This design comes from an exercise in tuning for small area, a short achievable clock period and few clock cycles per item on the open sky130 flow, not from production work. Only simulation tests tie the RTL to the original design; equivalence was not proved. Power figures rest on the tool's default switching activity, not on a simulated workload.

// anchored_undo_stack_top
module anchored_undo_stack_top (
  input  logic                      clk,
  input  logic                      rst,
  input  logic                      start,
  output logic                      busy,
  input  logic [2:0]                operation,
  input  logic [6:0]                in_col,
  input  logic [6:0]                in_row,
  input  logic signed [7:0]         in_value,
  input  logic signed [7:0]         in_mark,
  output logic                      done,
  output logic [1:0]                status,
  output logic [6:0]                out_col,
  output logic [6:0]                out_row,
  output logic signed [7:0]         out_value,
  output logic signed [7:0]         out_mark,
  output logic                      anchor_present,
  output logic                      is_empty,
  output logic [aus_pkg::CNT_W-1:0] fill_count
);
Settings: LEC_CHECK=0, CAP_MARGIN=20, CORE_MARGIN=2, CORE_UTILIZATION=45, CTS_CLUSTER_DIAMETER=90, CTS_CLUSTER_SIZE=25, SETUP_SLACK_MARGIN=4.3, SLEW_MARGIN=20, SYNTH_HIERARCHICAL=1; clock period 7.0 ns.
run.sh (not shown) runs the stock make flow with config.mk's settings and CLKGATE_MAP_FILE= SYNTH_SCRIPT=/design/flow/synth_recipe.tcl, a recipe that flattens the netlist after the stock synthesis.
Testbench counts at the start, summed over its fixed seeds: cycles 24,024, items 24,000.
==> next run, changes <==
--- a/flow/design.v
+++ b/flow/design.v
@@ -37,19 +37,20 @@
   parameter int MARK_W = 8
 ) (
   input  logic                      clk,
   input  logic                      rst,
   input  logic [DEPTH-1:0]          we_body,
   input  logic [DEPTH-1:0]          we_mark,
   input  logic [BODY_W-1:0]         wbody_enc,
   input  logic [MARK_W-1:0]         wmark_enc,
   input  logic [DEPTH-1:0]          rsel,
-  output logic [BODY_W+MARK_W-1:0]  rraw,
+  output logic [BODY_W+MARK_W-1:0]  rraw_a,
+  output logic [BODY_W+MARK_W-1:0]  rraw_b,
   output logic                      phase
 );
   logic [BODY_W-1:0]         body [DEPTH];
   logic [MARK_W-1:0]         mark [DEPTH];
   always_ff @(posedge clk) begin
     if (rst) phase <= 1'b0;
     else     phase <= !phase;
   end
   for (genvar r = 0; r < DEPTH; r++) begin : g_row
@@ -84,19 +85,20 @@
     end
     assign q_pad = {{(3 * NGRP - DEPTH){1'b0}}, col_q[b]};
     for (genvar g = 0; g < NGRP; g++) begin : g_grp
       aus_rd3 u_rd (
         .sel (rsel_pad[3*g +: 3]),
         .q   (q_pad[3*g +: 3]),
         .y_n (grp_n[b][g])
       );
     end
-    assign rraw[b] = !(&grp_n[b]);
+    assign rraw_a[b] = !(&grp_n[b][NGRP/2-1:0]);
+    assign rraw_b[b] = !(&grp_n[b][NGRP-1:NGRP/2]);
   end
 endmodule
 module aus_bit (
   input  logic clk,
   input  logic write,
   input  logic hold,
   input  logic wenc,
   output logic q
 );
@@ -120,19 +122,20 @@
   input  logic [6:0]                in_col,
   input  logic [6:0]                in_row,
   input  logic signed [7:0]         in_value,
   input  logic signed [7:0]         in_mark,
   output logic [aus_pkg::DEPTH-1:0] we_body,
   output logic [aus_pkg::DEPTH-1:0] we_mark,
   output logic [21:0]               wbody_enc,
   output logic [7:0]                wmark_enc,
   output logic [aus_pkg::DEPTH-1:0] rsel,
-  input  logic [29:0]               rraw,
+  input  logic [29:0]               rraw_a,
+  input  logic [29:0]               rraw_b,
   input  logic                      phase,
   output logic                      done,
   output logic [1:0]                status,
   output logic [6:0]                out_col,
   output logic [6:0]                out_row,
   output logic signed [7:0]         out_value,
   output logic signed [7:0]         out_mark,
   output logic                      anchor_present,
   output logic                      is_empty,
@@ -201,33 +204,34 @@
       end
       count   <= count_next;
       empty   <= (count_next == '0);
       full    <= (count_next == aus_pkg::CNT_W'(aus_pkg::DEPTH));
     end
   end
   logic          c_valid;
   logic          c_pop, c_peek, c_anchor, c_add_anchor;
   logic          c_empty_err, c_full_err;
-  logic [29:0]   c_raw;
+  logic [29:0]   c_raw_a, c_raw_b;
   aus_pkg::entry_t c_rec;
   aus_pkg::cnt_t anchors, anchors_next;
   logic          rd_anchor, inc, dec;
   always_ff @(posedge clk) begin
     c_valid      <= a_valid && !rst;
     c_pop        <= do_pop && !rst;
     c_peek       <= do_peek && !rst;
     c_anchor     <= do_anchor && !rst;
     c_add_anchor <= do_append && a_mark_anchor && !rst;
     c_empty_err  <= (a_pop || a_peek || a_anchor) && empty;
     c_full_err   <= (a_push || a_append) && full;
-    c_raw        <= rraw;
+    c_raw_a      <= rraw_a;
+    c_raw_b      <= rraw_b;
   end
-  assign c_rec = c_raw ^ {30{!phase}};
+  assign c_rec = (c_raw_a | c_raw_b) ^ {30{!phase}};
   assign rd_anchor = (c_rec.mark == aus_pkg::MARK_ANCHOR);
   assign inc = (c_anchor && !rd_anchor) || c_add_anchor;
   assign dec = (c_pop || c_peek) && rd_anchor;
   always_comb begin
     anchors_next = anchors;
     if (inc)      anchors_next = anchors + 1'b1;
     else if (dec) anchors_next = anchors - 1'b1;
   end
   always_ff @(posedge clk) begin
@@ -273,51 +277,54 @@
   output logic                      anchor_present,
   output logic                      is_empty,
   output logic [aus_pkg::CNT_W-1:0] fill_count
 );
   logic [aus_pkg::DEPTH-1:0] we_body;
   logic [aus_pkg::DEPTH-1:0] we_mark;
   logic [21:0]               wbody_enc;
   logic [7:0]                wmark_enc;
   logic [aus_pkg::DEPTH-1:0] rsel;
-  logic [29:0]               rraw;
+  logic [29:0]               rraw_a;
+  logic [29:0]               rraw_b;
   logic                      phase;
   aus_ram #(
     .DEPTH  (aus_pkg::DEPTH),
     .BODY_W (22),
     .MARK_W (8)
   ) u_ram (
     .clk     (clk),
     .rst     (rst),
     .we_body (we_body),
     .we_mark (we_mark),
     .wbody_enc (wbody_enc),
     .wmark_enc (wmark_enc),
     .rsel    (rsel),
-    .rraw    (rraw),
+    .rraw_a  (rraw_a),
+    .rraw_b  (rraw_b),
     .phase   (phase)
   );
   aus_ctrl u_ctrl (
     .clk            (clk),
     .rst            (rst),
     .start          (start),
     .busy           (busy),
     .operation      (operation),
     .in_col         (in_col),
     .in_row         (in_row),
     .in_value       (in_value),
     .in_mark        (in_mark),
     .we_body        (we_body),
     .we_mark        (we_mark),
     .wbody_enc      (wbody_enc),
     .wmark_enc      (wmark_enc),
     .rsel           (rsel),
-    .rraw           (rraw),
+    .rraw_a         (rraw_a),
+    .rraw_b         (rraw_b),
     .phase          (phase),
     .done           (done),
     .status         (status),
     .out_col        (out_col),
     .out_row        (out_row),
     .out_value      (out_value),
     .out_mark       (out_mark),
     .anchor_present (anchor_present),
     .is_empty       (is_empty),
Outcome: The changed run passed the timing, DRC and antenna checks. Worst setup slack is better by 0.13 ns. Hold slack gains 0.011 ns. Critical path depth went down by 2. Utilization shrinks by 0.57 points. Total power came out lower by 0.60%. Area after synthesis is higher by 1.3%. Sequential cell count rises by 30. Clock-buffer cell count does not change. Non-clock buffer count fell by 47. Clock power barely changes. Sequential share of layout area increases by 0.69 points. Sequential power is about the same. Via count barely changes. Wire length goes down by 3.9%.
Testbench counts after the change, summed over its fixed seeds: cycles 24,024, items 24,000.

separate check: timing with driven ports:
Ports are ideal in the flow. The routed layouts listed here were re-timed in OpenROAD.
Step 1, drivers: a clkbuf_16 drives clk and a buf_2 each remaining input, both assumed.
Step 2 also shifts input and output timing later by t, the mid clock arrival at the registers, as if the neighbouring blocks saw the same clock.
Slacks: ideal ports / drivers / drivers and shift; pairs: ideal ports / drivers.
run	t, ns	setup slack, ns	hold slack, ns	worst data-port slew with drivers (ns)	cell pins on the clock port's net
the first run	0.841	4.109 / 4.109 / 3.685	0.379 / 0.379 / 0.379	0.04	1
the second run	0.817	4.240 / 4.240 / 3.646	0.390 / 0.390 / 0.390	0.04	1
After both steps setup and hold are still met in every run listed. For the second run, which loses most, drivers alone change the setup slack by 0.000 ns; drivers and shift together by -0.594 ns.
